Context: an optimization exercise on an open-source flow, tuned for small area. The choices shown serve that exercise and are no tape-out recipe.
In this exercise RTL edits were held to simulation tests only and were not proved equivalent to the original.
Power and IR drop assume default switching activity.

==> inputs of 08-13 <==
==> flow/design.v <==
module rf_read_port #(
   parameter int XLEN     = 32,
   parameter int DEPTH    = 32,
   parameter int AW       = $clog2(DEPTH)
) (
   input  logic                       clk,
   input  logic                       rst,
   input  logic [AW-1:0]              addr,
   input  logic [DEPTH-1:0][XLEN-1:0] data,
   input  logic [DEPTH-1:0]           valid,
   input  logic [DEPTH-1:0]           pend,
   input  logic                       wr_legal,
   input  logic [AW-1:0]              wr_addr,
   output logic [XLEN-1:0]            rd_data,
   output logic                       rd_pend
);
   localparam int LB = (AW + 1) / 2;    
   localparam int HB = AW - LB;         
   logic [(1<<LB)-1:0] lo_q;
   logic [(1<<HB)-1:0] hi_q;
   logic [DEPTH-1:0]   sel;
   logic [(1<<LB)-1:0] lo_d;
   logic [(1<<HB)-1:0] hi_d;
   logic [DEPTH-1:0]   dec;
   always_comb begin
      for (int i = 0; i < (1 << LB); i++)
         lo_d[i] = (addr[LB-1:0] == LB'(i));
      for (int i = 0; i < (1 << HB); i++)
         hi_d[i] = (addr[AW-1:LB] == HB'(i));
      for (int r = 0; r < DEPTH; r++)
         dec[r] = lo_d[r % (1 << LB)] && hi_d[r >> LB];
   end
   always_ff @(posedge clk or posedge rst) begin
      if (rst) begin
         lo_q    <= '0;
         hi_q    <= '0;
         rd_pend <= 1'b0;
      end else begin
         lo_q    <= lo_d;
         hi_q    <= hi_d;
         rd_pend <= |(pend & dec) && !(wr_legal && wr_addr == addr);
      end
   end
   always_comb begin
      for (int r = 0; r < DEPTH; r++)
         sel[r] = valid[r] && lo_q[r % (1 << LB)] && hi_q[r >> LB];
   end
   for (genvar b = 0; b < XLEN; b++) begin : g_bit
      logic [DEPTH-1:1] col;
      for (genvar r = 1; r < DEPTH; r++) begin : g_col
         assign col[r] = data[r][b];
      end
      rf_mux_bit #(.N(DEPTH-1)) u_mux (.sel(sel[DEPTH-1:1]), .d(col), .y(rd_data[b]));
   end
endmodule
module rf_mux_bit #(
   parameter int N = 31
) (
   input  logic [N-1:0] sel,
   input  logic [N-1:0] d,
   output logic         y
);
   localparam int NG = N / 3;
   localparam int NR = N - 3 * NG;
   logic [NG-1:0] gn;
   for (genvar g = 0; g < NG; g++) begin : g_grp
      rf_aoi3 u_aoi (.s(sel[3*g +: 3]), .d(d[3*g +: 3]), .yn(gn[g]));
   end
   if (NR > 0) begin : g_rest
      assign y = ~&gn | (|(sel[N-1 -: NR] & d[N-1 -: NR]));
   end else begin : g_norest
      assign y = ~&gn;
   end
endmodule
module rf_aoi3 (
   input  logic [2:0] s,
   input  logic [2:0] d,
   output logic       yn
);
   assign yn = ~|(s & d);
endmodule
module reg_file_mp #(
   parameter int XLEN     = 32,
   parameter int DEPTH    = 32,
   parameter int NRD      = 2,
   parameter bit BYPASS   = 1'b1,
   parameter bit ZERO_REG = 1'b1,
   parameter int AW       = $clog2(DEPTH)
) (
   input  logic                 clk,
   input  logic                 rst,
   input  logic [NRD*AW-1:0]    rd_addr,
   output logic [NRD*XLEN-1:0]  rd_data,
   output logic [NRD-1:0]       rd_pend,
   input  logic                 wr_en,
   input  logic [AW-1:0]        wr_addr,
   input  logic [XLEN-1:0]      wr_data,
   input  logic                 iss_en,
   input  logic [AW-1:0]        iss_addr,
   input  logic                 clr_req,
   output logic                 clr_busy
);
   logic                       busy;
   logic                       tail;      
   logic [AW-1:0]              idx;       
   logic [DEPTH-1:0][XLEN-1:0] data;
   logic [DEPTH-1:0]           valid;
   logic [DEPTH-1:0]           pend;
   logic [DEPTH-1:0]           we;
   logic [DEPTH-1:0]           ie;
   logic [DEPTH-1:0]           ce;        
   logic [DEPTH-1:0]           vc;        
   logic                       wr_legal;
   assign clr_busy = busy;
   always_ff @(posedge clk or posedge rst) begin
      if (rst) begin
         busy <= 1'b0;
         tail <= 1'b0;
         idx  <= '0;
      end else begin
         tail <= busy && (idx == AW'(DEPTH - 1));
         if (busy) begin
            idx <= idx + 1'b1;
            if (idx == AW'(DEPTH - 1))
               busy <= 1'b0;
         end else if (clr_req) begin
            busy <= 1'b1;
         end
      end
   end
   assign wr_legal = wr_en && !busy && !(ZERO_REG && wr_addr == '0);
   always_comb begin
      for (int r = 0; r < DEPTH; r++) begin
         we[r] = !busy && wr_en  && (wr_addr  == AW'(r)) && !(ZERO_REG && r == 0);
         ie[r] = !busy && iss_en && (iss_addr == AW'(r)) && !(ZERO_REG && r == 0);
         ce[r] = busy && (idx == AW'(r));
      end
      vc[DEPTH-1] = tail;
      for (int r = 0; r < DEPTH - 1; r++)
         vc[r] = busy && (idx == AW'(r + 1));
   end
   for (genvar r = 0; r < DEPTH; r++) begin : g_reg
      if (ZERO_REG && r == 0) begin : g_zero
         assign data[r]  = '0;
         assign valid[r] = 1'b0;
         assign pend[r]  = 1'b0;
      end else begin : g_word
         logic [XLEN-1:0] d_q;
         logic            v_q;
         logic            p_q;
         assign data[r]  = d_q;
         assign valid[r] = v_q;
         assign pend[r]  = p_q;
         always_ff @(posedge clk) begin
            if (we[r])
               d_q <= wr_data;
         end
         always_ff @(posedge clk or posedge rst) begin
            if (rst)
               v_q <= 1'b0;
            else if (we[r])
               v_q <= 1'b1;
            else if (vc[r])
               v_q <= 1'b0;
         end
         always_ff @(posedge clk or posedge rst) begin
            if (rst)
               p_q <= 1'b0;
            else if (ie[r])
               p_q <= 1'b1;
            else if (we[r] || ce[r])
               p_q <= 1'b0;
         end
      end
   end
   for (genvar p = 0; p < NRD; p++) begin : g_rd
      rf_read_port #(
         .XLEN     (XLEN),
         .DEPTH    (DEPTH),
         .AW       (AW)
      ) u_rd (
         .clk      (clk),
         .rst      (rst),
         .addr     (rd_addr[p*AW +: AW]),
         .data     (data),
         .valid    (valid),
         .pend     (pend),
         .wr_legal (wr_legal),
         .wr_addr  (wr_addr),
         .rd_data  (rd_data[p*XLEN +: XLEN]),
         .rd_pend  (rd_pend[p])
      );
   end
endmodule
==> flow/run.sh <==
#!/bin/bash
# synth_recipe.tcl (not shown) runs the flow's synth.tcl, then flattens the netlist and writes it again
# the make line also repeats each setting of config.mk as NAME=value (left out here)
make -C /OpenROAD-flow-scripts/flow DESIGN_CONFIG=/design/flow/config.mk WORK_HOME=/design/flow/orfs CLKGATE_MAP_FILE= SYNTH_SCRIPT=/design/flow/synth_recipe.tcl finish
==> flow/config.mk <==
export PLATFORM = sky130hd
export DESIGN_NAME = reg_file_mp
export DESIGN_NICKNAME = reg_file_mp
export VERILOG_FILES = /design/flow/design.v
export SDC_FILE = /design/flow/constraint.sdc
export NUM_CORES = 4
export LEC_CHECK = 0
export CAP_MARGIN = 20
export CORE_MARGIN = 2
export CORE_UTILIZATION = 55
export SLEW_MARGIN = 20
export SYNTH_HIERARCHICAL = 1
export SYNTH_MINIMUM_KEEP_SIZE = 0
==> flow/constraint.sdc <==
create_clock -name core_clock -period 5.0 [get_ports {clk}]
set_input_delay 1.0000 -clock core_clock [delete_from_list [all_inputs] [get_ports {clk}]]
set_output_delay 1.0000 -clock core_clock [all_outputs]
set_load 0.01 [all_outputs]
==> 01-01 (differences from 08-13) <==
==> flow/design.v, changed modules only <==
module rf_read_port #(
   parameter int XLEN     = 32,
   parameter int DEPTH    = 32,
   parameter bit BYPASS   = 1'b1,
   parameter bit ZERO_REG = 1'b1,
   parameter int AW       = $clog2(DEPTH)
) (
   input  logic                       clk,
   input  logic                       rst,
   input  logic [AW-1:0]              addr,
   input  logic [DEPTH-1:0][XLEN-1:0] regs,
   input  logic [DEPTH-1:0]           pend,
   input  logic                       wr_legal,
   input  logic [AW-1:0]              wr_addr,
   input  logic [XLEN-1:0]            wr_data,
   output logic [XLEN-1:0]            rd_data,
   output logic                       rd_pend
);
   logic is_zero;
   logic wr_hit;
   assign is_zero = ZERO_REG && (addr == '0);
   assign wr_hit  = wr_legal && (wr_addr == addr);
   always_ff @(posedge clk or posedge rst) begin
      if (rst) begin
         rd_data <= '0;
         rd_pend <= 1'b0;
      end else begin
         if (is_zero)
            rd_data <= '0;
         else if (BYPASS && wr_hit)
            rd_data <= wr_data;
         else
            rd_data <= regs[addr];
         rd_pend <= is_zero ? 1'b0 : (wr_hit ? 1'b0 : pend[addr]);
      end
   end
endmodule
module reg_file_mp #(
   parameter int XLEN     = 32,
   parameter int DEPTH    = 32,
   parameter int NRD      = 2,
   parameter bit BYPASS   = 1'b1,
   parameter bit ZERO_REG = 1'b1,
   parameter int AW       = $clog2(DEPTH)
) (
   input  logic                 clk,
   input  logic                 rst,
   input  logic [NRD*AW-1:0]    rd_addr,
   output logic [NRD*XLEN-1:0]  rd_data,
   output logic [NRD-1:0]       rd_pend,
   input  logic                 wr_en,
   input  logic [AW-1:0]        wr_addr,
   input  logic [XLEN-1:0]      wr_data,
   input  logic                 iss_en,
   input  logic [AW-1:0]        iss_addr,
   input  logic                 clr_req,
   output logic                 clr_busy
);
   localparam logic RF_IDLE  = 1'b0;
   localparam logic RF_CLEAR = 1'b1;
   logic                       state;
   logic [AW-1:0]              idx;
   logic [DEPTH-1:0][XLEN-1:0] regs;
   logic [DEPTH-1:0]           pend;
   logic [DEPTH-1:0]           pend_next;
   logic                       wr_legal;
   logic                       iss_legal;
   assign wr_legal  = wr_en && (state == RF_IDLE) &&
                      !(ZERO_REG && (wr_addr == '0));
   assign iss_legal = iss_en && (state == RF_IDLE) &&
                      !(ZERO_REG && (iss_addr == '0));
   assign clr_busy = (state == RF_CLEAR);
   always_ff @(posedge clk or posedge rst) begin
      if (rst) begin
         state <= RF_IDLE;
         idx   <= '0;
      end else begin
         case (state)
            RF_IDLE: begin
               if (clr_req) begin
                  state <= RF_CLEAR;
                  idx   <= '0;
               end
            end
            RF_CLEAR: begin
               idx <= idx + 1'b1;
               if (idx == AW'(DEPTH - 1))
                  state <= RF_IDLE;
            end
            default: state <= RF_IDLE;
         endcase
      end
   end
   always_ff @(posedge clk or posedge rst) begin
      if (rst)
         regs <= '0;
      else if (state == RF_CLEAR)
         regs[idx] <= '0;
      else if (wr_legal)
         regs[wr_addr] <= wr_data;
   end
   always_comb begin
      pend_next = pend;
      if (state == RF_CLEAR) begin
         pend_next[idx] = 1'b0;
      end else begin
         if (wr_legal)
            pend_next[wr_addr] = 1'b0;
         if (iss_legal)
            pend_next[iss_addr] = 1'b1;
      end
   end
   always_ff @(posedge clk or posedge rst) begin
      if (rst)
         pend <= '0;
      else
         pend <= pend_next;
   end
   for (genvar p = 0; p < NRD; p++) begin : g_rd
      rf_read_port #(
         .XLEN     (XLEN),
         .DEPTH    (DEPTH),
         .BYPASS   (BYPASS),
         .ZERO_REG (ZERO_REG),
         .AW       (AW)
      ) u_rd (
         .clk      (clk),
         .rst      (rst),
         .addr     (rd_addr[p*AW +: AW]),
         .regs     (regs),
         .pend     (pend),
         .wr_legal (wr_legal),
         .wr_addr  (wr_addr),
         .wr_data  (wr_data),
         .rd_data  (rd_data[p*XLEN +: XLEN]),
         .rd_pend  (rd_pend[p])
      );
   end
endmodule
// module rf_mux_bit removed
// module rf_aoi3 removed
--- a/flow/config.mk
+++ b/flow/config.mk
@@ -7,7 +7,5 @@
 export LEC_CHECK = 0
 export CAP_MARGIN = 20
 export CORE_MARGIN = 2
-export CORE_UTILIZATION = 55
+export CORE_UTILIZATION = 40
 export SLEW_MARGIN = 20
-export SYNTH_HIERARCHICAL = 1
-export SYNTH_MINIMUM_KEEP_SIZE = 0
==> qor.txt <==
final setup violation count = 1
final worst slack = -68.0 ps
outcome = complete, but fails checks
worst-case reg-to-reg path depth = 4
routed metal-1 wirelength = 57000 µm
SO Viols = negative setup slack
Die Height = 284 µm
mux share of post-synthesis cell area = 1.20%
post-synthesis compound-gate area fraction = 17.9%
# the run above: 08-13

==> qor.txt <==
I/O pins = 124
Regs by FF count = regs: 1024 flops, g_rd.u_rd.rd_data: 64 flops, pend: 32 flops
largest net degree at the start of global routing = 136
CTS tree = built
most frequent cells in the layout = 1127 x dfrtp_1, 593 x nand2_1, 469 x a22o_1
worst-case reg-to-reg path depth = 11
post-synthesis compound-gate area fraction = 19.9%
Die Height = 395 µm
outcome = finished clean
hold_sp = regs[987]
mux share of post-synthesis cell area = 21.5%
final worst slack = 653 ps
# the run above: 01-01


* * *

==> v27: inputs <==
Starts from the design.v that is shown in full above.
==> flow/config.mk <==
export PLATFORM = sky130hd
export DESIGN_NAME = reg_file_mp
export DESIGN_NICKNAME = reg_file_mp
export VERILOG_FILES = /design/flow/design.v
export SDC_FILE = /design/flow/constraint.sdc
export NUM_CORES = 4
export LEC_CHECK = 0
export CAP_MARGIN = 20
export CELL_PAD_IN_SITES_DETAIL_PLACEMENT = 1
export CELL_PAD_IN_SITES_GLOBAL_PLACEMENT = 1
export CORE_MARGIN = 2
export CORE_UTILIZATION = 45
export CTS_BUF_LIST = sky130_fd_sc_hd__clkbuf_16
export CTS_CLUSTER_DIAMETER = 80
export CTS_CLUSTER_SIZE = 24
export SLEW_MARGIN = 20
export SYNTH_HIERARCHICAL = 1
export SYNTH_MINIMUM_KEEP_SIZE = 0
==> flow/constraint.sdc <==
create_clock -name core_clock -period 5.0 [get_ports {clk}]
set_input_delay 1.0000 -clock core_clock [delete_from_list [all_inputs] [get_ports {clk}]]
set_output_delay 1.0000 -clock core_clock [all_outputs]
set_load 0.01 [all_outputs]
standard.sh (not shown) runs the stock make flow with config.mk's settings and CLKGATE_MAP_FILE= SYNTH_SCRIPT=/design/flow/synth_recipe.tcl, a recipe that flattens the netlist after the stock synthesis.
==> flow/flow/run.sh <==
#!/bin/bash
# The standard layout, with the port buffers made from the smallest buffer
# (sky130_fd_sc_hd__buf_1) instead of the cell buffer_ports picks by itself.
# Timing repair still resizes any port buffer that needs more drive.
set -euo pipefail
bash standard.sh "BUFFER_PORTS_ARGS=-buffer_cell sky130_fd_sc_hd__buf_1" finish > standard.log 2>&1
==> v30: changes against v27 <==
--- a/flow/config.mk
+++ b/flow/config.mk
@@ -7,8 +7,6 @@
 export LEC_CHECK = 0
 export CAP_MARGIN = 20
-export CELL_PAD_IN_SITES_DETAIL_PLACEMENT = 1
-export CELL_PAD_IN_SITES_GLOBAL_PLACEMENT = 1
 export CORE_MARGIN = 2
-export CORE_UTILIZATION = 45
+export CORE_UTILIZATION = 55
 export CTS_BUF_LIST = sky130_fd_sc_hd__clkbuf_16
 export CTS_CLUSTER_DIAMETER = 80
==> v6: changes against v27 <==
==> flow/config.mk (replaced) <==
export PLATFORM = sky130hd
export DESIGN_NAME = reg_file_mp
export DESIGN_NICKNAME = reg_file_mp
export VERILOG_FILES = /design/flow/design.v
export SDC_FILE = /design/flow/constraint.sdc
export NUM_CORES = 4
export LEC_CHECK = 0
export CAP_MARGIN = 20
export CORE_MARGIN = 2
export CORE_UTILIZATION = 55
export CTS_BUF_LIST = sky130_fd_sc_hd__clkbuf_16
export CTS_CLUSTER_DIAMETER = 100
export CTS_CLUSTER_SIZE = 30
export SLEW_MARGIN = 20
export SYNTH_HIERARCHICAL = 1
export SYNTH_MINIMUM_KEEP_SIZE = 0
==> summary.txt <==
Pwr dens: v27 351 nW/um^2; v30 346 nW/um^2; v6 338 nW/um^2
Area of combinational cells with multiple inputs: v27 10800 um^2; v30 10800 um^2; v6 10800 um^2
Capturing instance or port of the critical path: v27 rd_data[41]; v30 rd_data[14]; v6 rd_data[14]
Number of core rows: v27 113; v30 102; v6 102
Combinational group share of total power: v27 0.071; v30 0.074; v6 0.076
Outcome: v27 no timing/DRC/antenna violations; v30 no timing/DRC/antenna violations; v6 no timing/DRC/antenna violations
Sink of the worst hold path: v27 -; v30 g_reg[31].g_word.v_q; v6 g_reg[31].g_word.v_q
Worst setup slack for register-to-register paths: v27 1.92 ns; v30 2.28 ns; v6 2.27 ns
Post-placement cell count: v27 3833; v30 3595; v6 3595
Worst flop-to-flop path endpoint: v27 g_reg[16].g_word.d_q[19]; v30 g_reg[28].g_word.d_q[16]; v6 g_reg[28].g_word.d_q[13]
Initial antenna violation count: v27 10; v30 9; v6 6
Slack of the critical path: v27 0.482 ns; v30 0.416 ns; v6 0.387 ns
Final Util: v27 0.502; v30 0.608; v6 0.604
Clock slew seen by the registers of the worst setup and hold paths: v27 0.10 ns; v30 0.10 ns; v6 0.12 ns
Detailed-router iteration count before antenna repair: v27 13; v30 30; v6 17
Total Power: v27 16700 uW; v30 16300 uW; v6 15900 uW
Startpoint of the lowest-slack hold path: v27 -; v30 tail; v6 tail
Number of standard cells in the layout, taps in and fillers out: v27 3915; v30 3671; v6 3656
Portion of total power attributed to sequential cells: v27 0.618; v30 0.630; v6 0.649
Switching share of power: v27 0.239; v30 0.233; v6 0.234
Relative slew margins: v27 0.187; v30 0.141; v6 0.164
Combinational group power: v27 1180 uW; v30 1200 uW; v6 1200 uW

-- what the ideal ports hide --
How much do the figures lean on ideal ports? The routed layouts below were timed once more, with nothing changed but the port constraints. Step 1 sets driving cells, clkbuf_16 on the clock port and buf_2 on the other inputs (assumed; they add their load-dependent delay and slew). Step 2 also shifts input and output timing later by t, the mid clock arrival at the registers, as if the neighbouring blocks saw the same clock. a / b / c = ideal / step 1 / step 2; a / b = the first two.
| run | shift t [ns] | setup slack, ns | worst register clock-pin slew, ns |
|---|---|---|---|
| 08-13 | 0.752 | -0.068 / -0.142 / 0.609 | 0.07 / 0.07 |
| 01-01 | 0.869 | 0.653 / 0.709 / -0.160 | 0.07 / 0.07 |
| v27 | 0.748 | 0.482 / 0.414 / 1.162 | 0.10 / 0.10 |
| v30 | 0.714 | 0.416 / 0.345 / 1.059 | 0.10 / 0.10 |
| v6 | 0.716 | 0.387 / 0.315 / 1.032 | 0.12 / 0.12 |
Met with ideal ports but missed after step 2: setup timing in 01-01. For 01-01, which loses most, drivers alone change the setup slack by +0.056 ns; drivers and shift together by -0.813 ns.
